Source: an optimization exercise on an open RTL-to-GDS flow (aim: small area, a short achievable clock period and few clock cycles per item). Production flows keep margins and buffers that such runs may drop.
Where RTL was checked, it was by simulation tests only, not by an equivalence proof against the original.
No activity file was given, so power comes from the tool's default toggle rates.

Design alu_top, start of the top module:
module alu_top
(
    input  logic        clock,
    input  logic        reset_n,
    input  logic [4:0]  op,
    input  logic [1:0]  size,
    input  logic        div_signed,
    input  logic [31:0] operand1,
    input  logic [31:0] operand2,
    output logic [31:0] result,
    output logic [4:0]  ccr,
    output logic        div_trap,
    output logic        div_ready
);
clock: 6.0 ns
lec_check: 0
cap_margin: 20
core_margin: 2
core_utilization: 40
slew_margin: 20
run.sh (not shown) runs the stock make flow with config.mk's settings and CLKGATE_MAP_FILE= SYNTH_SCRIPT=/design/flow/synth_recipe.tcl, a recipe that flattens the netlist after the stock synthesis.
The baseline produced a clean layout.
Testbench counts at the start, summed over its fixed seeds: cycles 22,090, ops 19,200.
Edit:
--- a/flow/config.mk
+++ b/flow/config.mk
@@ -6,6 +6,8 @@
 export NUM_CORES = 4
 export LEC_CHECK = 0
+export ABC_CLOCK_PERIOD_IN_PS = 3500
 export CAP_MARGIN = 20
 export CORE_MARGIN = 2
 export CORE_UTILIZATION = 40
+export SETUP_SLACK_MARGIN = 2.5
 export SLEW_MARGIN = 20
The changed run finished clean.
Global-route usage grows by 2.2 points.
Clock power grows by 4.1%.
Core utilization grows by 9.7 points.
Routed wire length grows by 12%.
Final area grows by 20%.
Final cell count grows by 6.4%.
Sequential cell count stays the same.
Sequential power stays flat.
Clock-buffer cell count grows by 1.
Edit:
==> flow/flow/run.sh (new file) <==
#!/bin/bash
# Standard layout, with the port buffers made from sky130_fd_sc_hd__buf_2
# cells instead of the delay cells buffer_ports picks by default
set -e
export BUFFER_PORTS_ARGS="-buffer_cell sky130_fd_sc_hd__buf_2"
bash standard.sh > standard.log 2>&1
==> flow/standard.sh (new file) <==
#!/bin/bash
# synth_recipe.tcl (not shown) runs the flow's synth.tcl, then flattens the netlist and writes it again
# the make line also repeats each setting of config.mk as NAME=value (left out here)
make -C /OpenROAD-flow-scripts/flow DESIGN_CONFIG=/design/flow/config.mk WORK_HOME=/design/flow/orfs CLKGATE_MAP_FILE= SYNTH_SCRIPT=/design/flow/synth_recipe.tcl "${@:-finish}"
--- a/flow/config.mk
+++ b/flow/config.mk
@@ -6,8 +6,8 @@
 export NUM_CORES = 4
 export LEC_CHECK = 0
-export ABC_CLOCK_PERIOD_IN_PS = 3500
+export ABC_AREA = 1
 export CAP_MARGIN = 20
 export CORE_MARGIN = 2
-export CORE_UTILIZATION = 40
-export SETUP_SLACK_MARGIN = 2.5
+export CORE_UTILIZATION = 60
+export SETUP_SLACK_MARGIN = 1.5
 export SLEW_MARGIN = 20
removed: flow/run.sh
=>
- sequential share of layout area is higher by 2.3 points
- maximum frequency went up by 18%
- non-clock buffer count decreases by 151
- count of clock-buffer cells in the layout went down by 1
- setup slack is better by 800 ps
- wire length climbs by 1.2%
- design area fell by 13%
- global-route usage came out higher by 12 points

========
Another version of the RTL of alu_top (not shown whole).
Size: about 2200 cells after synthesis, roughly 96 flip-flops, roughly 14000 µm² of cells after synthesis.
export LEC_CHECK = 0
export ABC_AREA = 1
export CAP_MARGIN = 20
export CORE_MARGIN = 2
export CORE_UTILIZATION = 70
export SETUP_SLACK_MARGIN = 1.5
export SLEW_MARGIN = 20
create_clock -name core_clock -period 6.0 [get_ports {clock}]
standard.sh (not shown) runs the stock make flow with config.mk's settings and CLKGATE_MAP_FILE= SYNTH_SCRIPT=/design/flow/synth_recipe.tcl, a recipe that flattens the netlist after the stock synthesis.
==> flow/flow/run.sh <==
#!/bin/bash
# Standard layout, with the port buffers made from sky130_fd_sc_hd__buf_1
# cells instead of the delay cells buffer_ports picks by default
set -e
export BUFFER_PORTS_ARGS="-buffer_cell sky130_fd_sc_hd__buf_1"
bash standard.sh > standard.log 2>&1
Testbench counts at the start, summed over its fixed seeds: cycles 21,876, ops 19,200.
Next try:
- CORE_UTILIZATION: 70 -> 60
- SETUP_SLACK_MARGIN: 1.5 -> 1.75
What happened:
- power went up by 7.8%
- cell area goes up by 7.0%
- flip-flop and latch count stays the same
- worst setup slack is better by 0.094 ns
- die area climbs by 16%
Next try:
- SETUP_SLACK_MARGIN: 1.75 -> 1.5
Clock power went up by a few percent.
Sequential share of layout area went up by 0.91 points.
Wire length went down by a few percent.
Setup slack gets worse by 0.028 ns.
Via count went down by a few percent.
Die area is unchanged.
Clock-buffer cell count does not change.
Hold slack hardly moves.
Critical path depth went down by 2.
Combinational power went down by roughly a tenth.

========
Setup of the baseline:
RTL: one of the versions met above, not the one the previous note started from.
Size in the first run: roughly 2200 cells after synthesis, about 96 flip-flops, roughly 110 I/O pins.
Settings: LEC_CHECK=0, ABC_AREA=1, CAP_MARGIN=20, CORE_MARGIN=2, CORE_UTILIZATION=40, SETUP_SLACK_MARGIN=1.5, SLEW_MARGIN=20; clock period 6.0 ns.
run.sh (not shown) runs the stock make flow with config.mk's settings and CLKGATE_MAP_FILE= SYNTH_SCRIPT=/design/flow/synth_recipe.tcl, a recipe that flattens the netlist after the stock synthesis.
Stock flow here: none of the scripts above is used.
The baseline completed every stage of the flow, and the final layout passed the timing, design-rule and antenna checks.
Testbench counts of the baseline, summed over its fixed seeds: cycles 22,090, ops 19,200.
What the candidate does differently from the baseline at the input level:
Settings: CORE_UTILIZATION changed from 40 to 60.
==> flow/flow/run.sh (new file) <==
#!/bin/bash
# Standard layout, with the port buffers made from sky130_fd_sc_hd__buf_1
# cells instead of the delay cells buffer_ports picks by default
set -e
export BUFFER_PORTS_ARGS="-buffer_cell sky130_fd_sc_hd__buf_1"
bash standard.sh > standard.log 2>&1
==> flow/standard.sh (new file) <==
#!/bin/bash
# synth_recipe.tcl (not shown) runs the flow's synth.tcl, then flattens the netlist and writes it again
# the make line also repeats each setting of config.mk as NAME=value (left out here)
make -C /OpenROAD-flow-scripts/flow DESIGN_CONFIG=/design/flow/config.mk WORK_HOME=/design/flow/orfs CLKGATE_MAP_FILE= SYNTH_SCRIPT=/design/flow/synth_recipe.tcl "${@:-finish}"
removed: flow/run.sh
--- outcome ---
Summary: with the baseline as the reference, layout inverter count without the clock tree in the candidate moved down slightly. Of the baseline and the candidate, the run reporting the higher met3 layer usage reported by global route was the candidate. Between the baseline and the candidate, area growth from synthesis to final layout is higher for the baseline, the candidate comes in under that. The minimum clock period after layout of the candidate was inferior to that of the baseline. Taking the baseline as the reference, in the candidate sequential share of layout area now larger; final setup slack of the worst path now smaller; post-CTS setup buffer count now smaller; global-route wire length before repair now smaller. Against the baseline, the candidate comes in 0.52 higher on number of vias per cell after detailed routing. Delta(total power after layout, the candidate - the baseline) < 0. Note that the final standard cell area without fillers recorded for the baseline amounts to 1.08 times the value seen in the candidate.

========
Starting RTL as in the previous note.
export LEC_CHECK = 0
export ABC_CLOCK_PERIOD_IN_PS = 4500
export CAP_MARGIN = 20
export CORE_MARGIN = 2
export CORE_UTILIZATION = 40
export SETUP_SLACK_MARGIN = 1.5
export SLEW_MARGIN = 20
create_clock -name core_clock -period 6.0 [get_ports {clock}]
Stock flow here: none of the scripts above is used.
Testbench counts at the start, summed over its fixed seeds: cycles 22,090, ops 19,200.
Next try:
Settings changed: ABC_AREA from default to 1, ABC_CLOCK_PERIOD_IN_PS 4500 to default, CORE_UTILIZATION 40 to 60.
=> Die area came out lower by 27%. Sequential share of layout area came out higher by 1.0 points. Hold slack degrades by 0.030 ns. First-iteration DRC count came out higher by about 22%. Global-route usage came out higher by 13 points.
Next try:
==> flow/flow/run.sh (new file) <==
#!/bin/bash
# Standard layout, with the port buffers made from sky130_fd_sc_hd__buf_1
# cells instead of the delay cells buffer_ports picks by default
set -e
export BUFFER_PORTS_ARGS="-buffer_cell sky130_fd_sc_hd__buf_1"
bash standard.sh > standard.log 2>&1
==> flow/standard.sh (new file) <==
#!/bin/bash
# synth_recipe.tcl (not shown) runs the flow's synth.tcl, then flattens the netlist and writes it again
# the make line also repeats each setting of config.mk as NAME=value (left out here)
make -C /OpenROAD-flow-scripts/flow DESIGN_CONFIG=/design/flow/config.mk WORK_HOME=/design/flow/orfs CLKGATE_MAP_FILE= SYNTH_SCRIPT=/design/flow/synth_recipe.tcl "${@:-finish}"
Settings changed: SETUP_SLACK_MARGIN 1.5 to 1.75.
removed: flow/run.sh
After rerunning: The new run completed without violations; die area is unchanged; sequential power barely changes; total power rose by 2.6%; clock power goes down by 3.8%; maximum frequency went up by 4.0%; wire length is higher by 3.1%; synthesized cell count stays the same; cell area shrinks by 0.95%; non-clock buffer count rises by 26; first-iteration DRC count went up by 20%.

========
alu_top, a different RTL version from the one above (not shown whole).
Size: about 2,000 cells after synthesis, roughly 96 flip-flops, ~110 I/O pins, ~0.014 mm² of cells after synthesis.
// alu_top
module alu_top
(
    input  logic        clock,
    input  logic        reset_n,
    input  logic [4:0]  op,
    input  logic [1:0]  size,
    input  logic        div_signed,
    input  logic [31:0] operand1,
    input  logic [31:0] operand2,
    output logic [31:0] result,
    output logic [4:0]  ccr,
    output logic        div_trap,
    output logic        div_ready
);
make LEC_CHECK=0 ABC_AREA=1 CAP_MARGIN=20 CORE_MARGIN=2 CORE_UTILIZATION=40 SETUP_SLACK_MARGIN=1.5 SLEW_MARGIN=20 finish   # period 6.0 ns
Stock flow here: none of the scripts above is used.
==> next run, changes <==
- ABC_AREA: 1 -> unset
- SETUP_SLACK_MARGIN: 1.5 -> unset
After rerunning:
- global-route usage fell by 2.6 points
- fmax fell by about a fifth
- sequential cell count is unchanged
- worst setup slack loses 1.0 ns
- final cell count fell by about a fifth
No functional check of the RTL was part of any run of this note.

========
Setup of lane 1:
alu_top, a different RTL version from the one above (not shown whole).
Size in the first run: about 1,600 cells after synthesis, roughly 110 I/O pins, about 0.013 sq mm of cells after synthesis.
==> flow/config.mk <==
export PLATFORM = sky130hd
export DESIGN_NAME = alu_top
export DESIGN_NICKNAME = alu_top
export VERILOG_FILES = /design/flow/design.v
export SDC_FILE = /design/flow/constraint.sdc
export NUM_CORES = 4
export LEC_CHECK = 0
export CAP_MARGIN = 20
export CORE_MARGIN = 2
export CORE_UTILIZATION = 40
export SLEW_MARGIN = 20
==> flow/constraint.sdc <==
create_clock -name core_clock -period 6.0 [get_ports {clock}]
set_input_delay 1.2000 -clock core_clock [delete_from_list [all_inputs] [get_ports {clock}]]
set_output_delay 1.2000 -clock core_clock [all_outputs]
set_load 0.01 [all_outputs]
--- input diff lane 1..lane 2 ---
Settings: ABC_AREA newly set to 1; SETUP_SLACK_MARGIN newly set to 2.0.
==> run summary <==
- Summary of lane 2 over lane 1: count of routing violations after the opening detailed-route iteration higher, sum of internal, switching and leakage power higher, worst setup slack higher.
- Summary of lane 2 over lane 1: non-filler instance count after layout moved up; post-route core utilization grew by 6.9 points; share of the cycle needed by the critical path after routing fell by 16 points; routed wire length grew by 7.4 mm; synthesized cell count climbed 167.
- Of the two values seen for end of the critical path, u_div.rem_q[2] was produced by lane 2 and x_q by lane 1.
- Switching power of the nets grows by more than a quarter when moving from lane 1 to lane 2.
- Lane 1 → lane 2: clock power went up about 18%; maximum frequency went up 21%.
Function was not checked in any run of this note: the RTL went through the layout flow alone.

separate check: timing with driven ports:
The results above use ideal ports. As a check the final layouts listed here were re-extracted and re-timed, cells and wires unchanged.
Step 1 sets driving cells, clkbuf_16 on the clock port and buf_2 on the other inputs (assumed; they add their load-dependent delay and slew).
Step 2 adds t to the input delays and takes it off the output delays; t is the mean of the earliest and latest rising clock arrival at the registers after step 1. Input paths then give back, and output paths get back, about the clock's delay inside the block.
Three values: no drivers, after step 1, after step 2; two values: the first two.
run	shift t [ns]	slack for setup (ns)	worst setup path at the end	slew at the worst register clock pin (ns)	worst data-port slew with drivers (ns)
the first run of note 1	0.398	0.366 / 0.366 / -0.002	input to register	0.07 / 0.07	0.05
the second run of note 1	0.398	0.826 / 0.826 / 0.623	input to register	0.07 / 0.07	0.08
the third run of note 1	0.393	1.630 / 1.654 / 1.261	input to register	0.08 / 0.08	0.06
the first run of note 2	0.396	1.547 / 1.547 / 1.193	input to register	0.09 / 0.09	0.06
the second run of note 2	0.391	1.642 / 1.642 / 1.394	input to register	0.08 / 0.08	0.06
the third run of note 2	0.392	1.613 / 1.637 / 1.245	input to register	0.08 / 0.08	0.06
the baseline	0.403	1.600 / 1.621 / 1.218	input to register	0.08 / 0.08	0.04
the candidate	0.397	1.544 / 1.566 / 1.169	input to register	0.08 / 0.08	0.07
the first run of note 4	0.401	0.733 / 0.733 / 0.631	input to register	0.08 / 0.08	0.07
the second run of note 4	0.400	1.613 / 1.639 / 1.239	input to register	0.08 / 0.08	0.04
the third run of note 4	0.391	1.782 / 1.803 / 1.412	input to register	0.08 / 0.08	0.06
the first run of note 5	0.409	1.351 / 1.351 / 1.222	input to register	0.08 / 0.08	0.05
the second run of note 5	0.418	0.302 / 0.302 / 0.191	input to register	0.09 / 0.09	0.04
lane 1	0.386	0.226 / 0.244 / -0.141	input to register	0.07 / 0.07	0.05
lane 2	0.399	1.214 / 1.214 / 1.013	input to register	0.07 / 0.07	0.08
With both steps, setup timing fails in the first run of note 1 and lane 1, where it was met with ideal ports. The setup slack of the baseline, which loses most, moves by +0.021 ns with the drivers and by -0.382 ns with both steps.
